This is an optimization exercise on Yosys and OpenROAD, whose aim is small area and a short achievable clock period, not a production implementation. Only simulation tests tie the RTL to the original design; equivalence was not proved. Power figures rest on the tool's default switching activity, not on a simulated workload.

// execStage
module execStage (
    input  logic                 clk,
    input  logic                 rstN,
    input  logic                 inValid,
    input  execPkg::opcodeE               opcode,
    input  logic [execPkg::DataWidth-1:0] operandA,
    input  logic [execPkg::DataWidth-1:0] operandB,
    input  logic [execPkg::DataWidth-1:0] immediate,
    input  logic [execPkg::AddrWidth-1:0] pc,
    input  logic [execPkg::AddrWidth-1:0] stackTop,
    output logic                 outValid,
    output logic                 regWriteEn,
    output logic                 writeFromMem,
    output logic [execPkg::DataWidth-1:0] writeData,
    output logic                 memReadEn,
    output logic                 memWriteEn,
    output logic [execPkg::AddrWidth-1:0] memAddr,
    output logic [execPkg::DataWidth-1:0] memWriteData,
    output logic                 branchTaken,
    output logic [execPkg::AddrWidth-1:0] branchTarget,
    output logic                 pushReturn,
    output logic                 popReturn,
    output logic                 illegalOp
);
==> flow/config.mk <==
export PLATFORM = sky130hd
export DESIGN_NAME = execStage
export DESIGN_NICKNAME = execStage
export VERILOG_FILES = /design/flow/design.v
export SDC_FILE = /design/flow/constraint.sdc
export NUM_CORES = 4
export LEC_CHECK = 0
export ABC_AREA = 1
export CAP_MARGIN = 20
export CORE_MARGIN = 2
export CORE_UTILIZATION = 40
export PLACE_DENSITY = 0.6
export SLEW_MARGIN = 20
==> flow/constraint.sdc <==
create_clock -name core_clock -period 32.0 [get_ports {clk}]
set_input_delay 6.4000 -clock core_clock [delete_from_list [all_inputs] [get_ports {clk}]]
set_output_delay 6.4000 -clock core_clock [all_outputs]
set_load 0.01 [all_outputs]
standard.sh (not shown) runs the stock make flow with config.mk's settings and CLKGATE_MAP_FILE= SYNTH_SCRIPT=/design/flow/synth_recipe.tcl, a recipe that flattens the netlist after the stock synthesis.
==> flow/flow/run.sh <==
#!/bin/bash
# The standard ORFS flow with three changes: synthesis leaves adders to ABC
# (no full/half-adder cell extraction), ports are buffered with buf_2, and
# timing repair aims at a setup slack margin of 18.5 ns. make's output goes to
# standard.log; each tool's own log is under orfs/logs.
bash standard.sh ADDER_MAP_FILE= SETUP_SLACK_MARGIN=18.5 "BUFFER_PORTS_ARGS=-buffer_cell sky130_fd_sc_hd__buf_2" finish > standard.log 2>&1
Then changed:
==> flow/flow/run.sh (replaced) <==
#!/bin/bash
# The standard ORFS flow with three changes: synthesis leaves adders to ABC
# (no full/half-adder cell extraction), ports are buffered with buf_1, and
# timing repair aims at a setup slack margin of 19 ns. make's output goes to
# standard.log; each tool's own log is under orfs/logs.
bash standard.sh ADDER_MAP_FILE= SETUP_SLACK_MARGIN=19 "BUFFER_PORTS_ARGS=-buffer_cell sky130_fd_sc_hd__buf_1" finish > standard.log 2>&1
--- a/flow/config.mk
+++ b/flow/config.mk
@@ -11,2 +11,3 @@
 export CORE_UTILIZATION = 40
+export CTS_BUF_LIST = sky130_fd_sc_hd__clkbuf_4 sky130_fd_sc_hd__clkbuf_8
 export PLACE_DENSITY = 0.6
Effect: The new run finished with timing, DRC and antenna clean; total power goes up by 1.1%; combinational power stays flat; area after synthesis is unchanged; non-clock buffer count increases by 42; fmax increases by 2.3%; setup slack gains 0.29 ns; die area stays the same; core utilization came out higher by 0.50 points; count of clock-buffer cells in the layout does not change.
Then changed:
==> flow/flow/run.sh (replaced) <==
#!/bin/bash
# The standard ORFS flow with three changes: synthesis leaves adders to ABC
# (no full/half-adder cell extraction), ports are buffered with buf_2, and
# timing repair aims at a setup slack margin of 19 ns. make's output goes to
# standard.log; each tool's own log is under orfs/logs.
bash standard.sh ADDER_MAP_FILE= SETUP_SLACK_MARGIN=19 "BUFFER_PORTS_ARGS=-buffer_cell sky130_fd_sc_hd__buf_2" finish > standard.log 2>&1
--- a/flow/config.mk
+++ b/flow/config.mk
@@ -11,3 +11,2 @@
 export CORE_UTILIZATION = 40
-export CTS_BUF_LIST = sky130_fd_sc_hd__clkbuf_4 sky130_fd_sc_hd__clkbuf_8
 export PLACE_DENSITY = 0.6
Power is about the same.
Non-clock buffer count is lower by 30.
Routed wire length is higher by 0.33%.
Clock skew is lower by 0.012 ns.
Worst setup slack improved by 0.17 ns.
Worst hold slack got worse by 0.0093 ns.
Final area hardly moves.
Clock power is higher by 13%.
Register-to-register slack improved by 0.04 ns.
Flip-flop and latch count is unchanged.

==> re-timing with driven ports <==
Ports are ideal in the flow. The routed layouts listed here were re-timed in OpenROAD. Step 1 assumes that a clkbuf_16 drives the clock port and a buf_2 every other input. Step 2 moves the port delays by t, midway between the first and last clock arrival at a register: inputs arrive t later, outputs are due t later. That takes back most of the time a late clock gives input paths. Slacks: no drivers / after step 1 / after step 2; pairs: no drivers / after step 1.
| run | t (ns) | slack for setup (ns) | worst hold slack (ns) | worst data-port slew with drivers (ns) |
|---|---|---|---|---|
| the first run | 0.383 | 18.993 / 18.953 / 19.162 | 0.466 / 0.466 / 0.466 | 0.07 |
| the second run | 0.406 | 19.281 / 19.237 / 19.282 | 0.474 / 0.474 / 0.474 | 0.08 |
| the third run | 0.383 | 19.447 / 19.407 / 19.161 | 0.465 / 0.465 / 0.465 | 0.07 |
After both steps setup and hold are still met in every run listed. For the third run, which loses most, drivers alone change the setup slack by -0.040 ns; drivers and shift together by -0.286 ns.
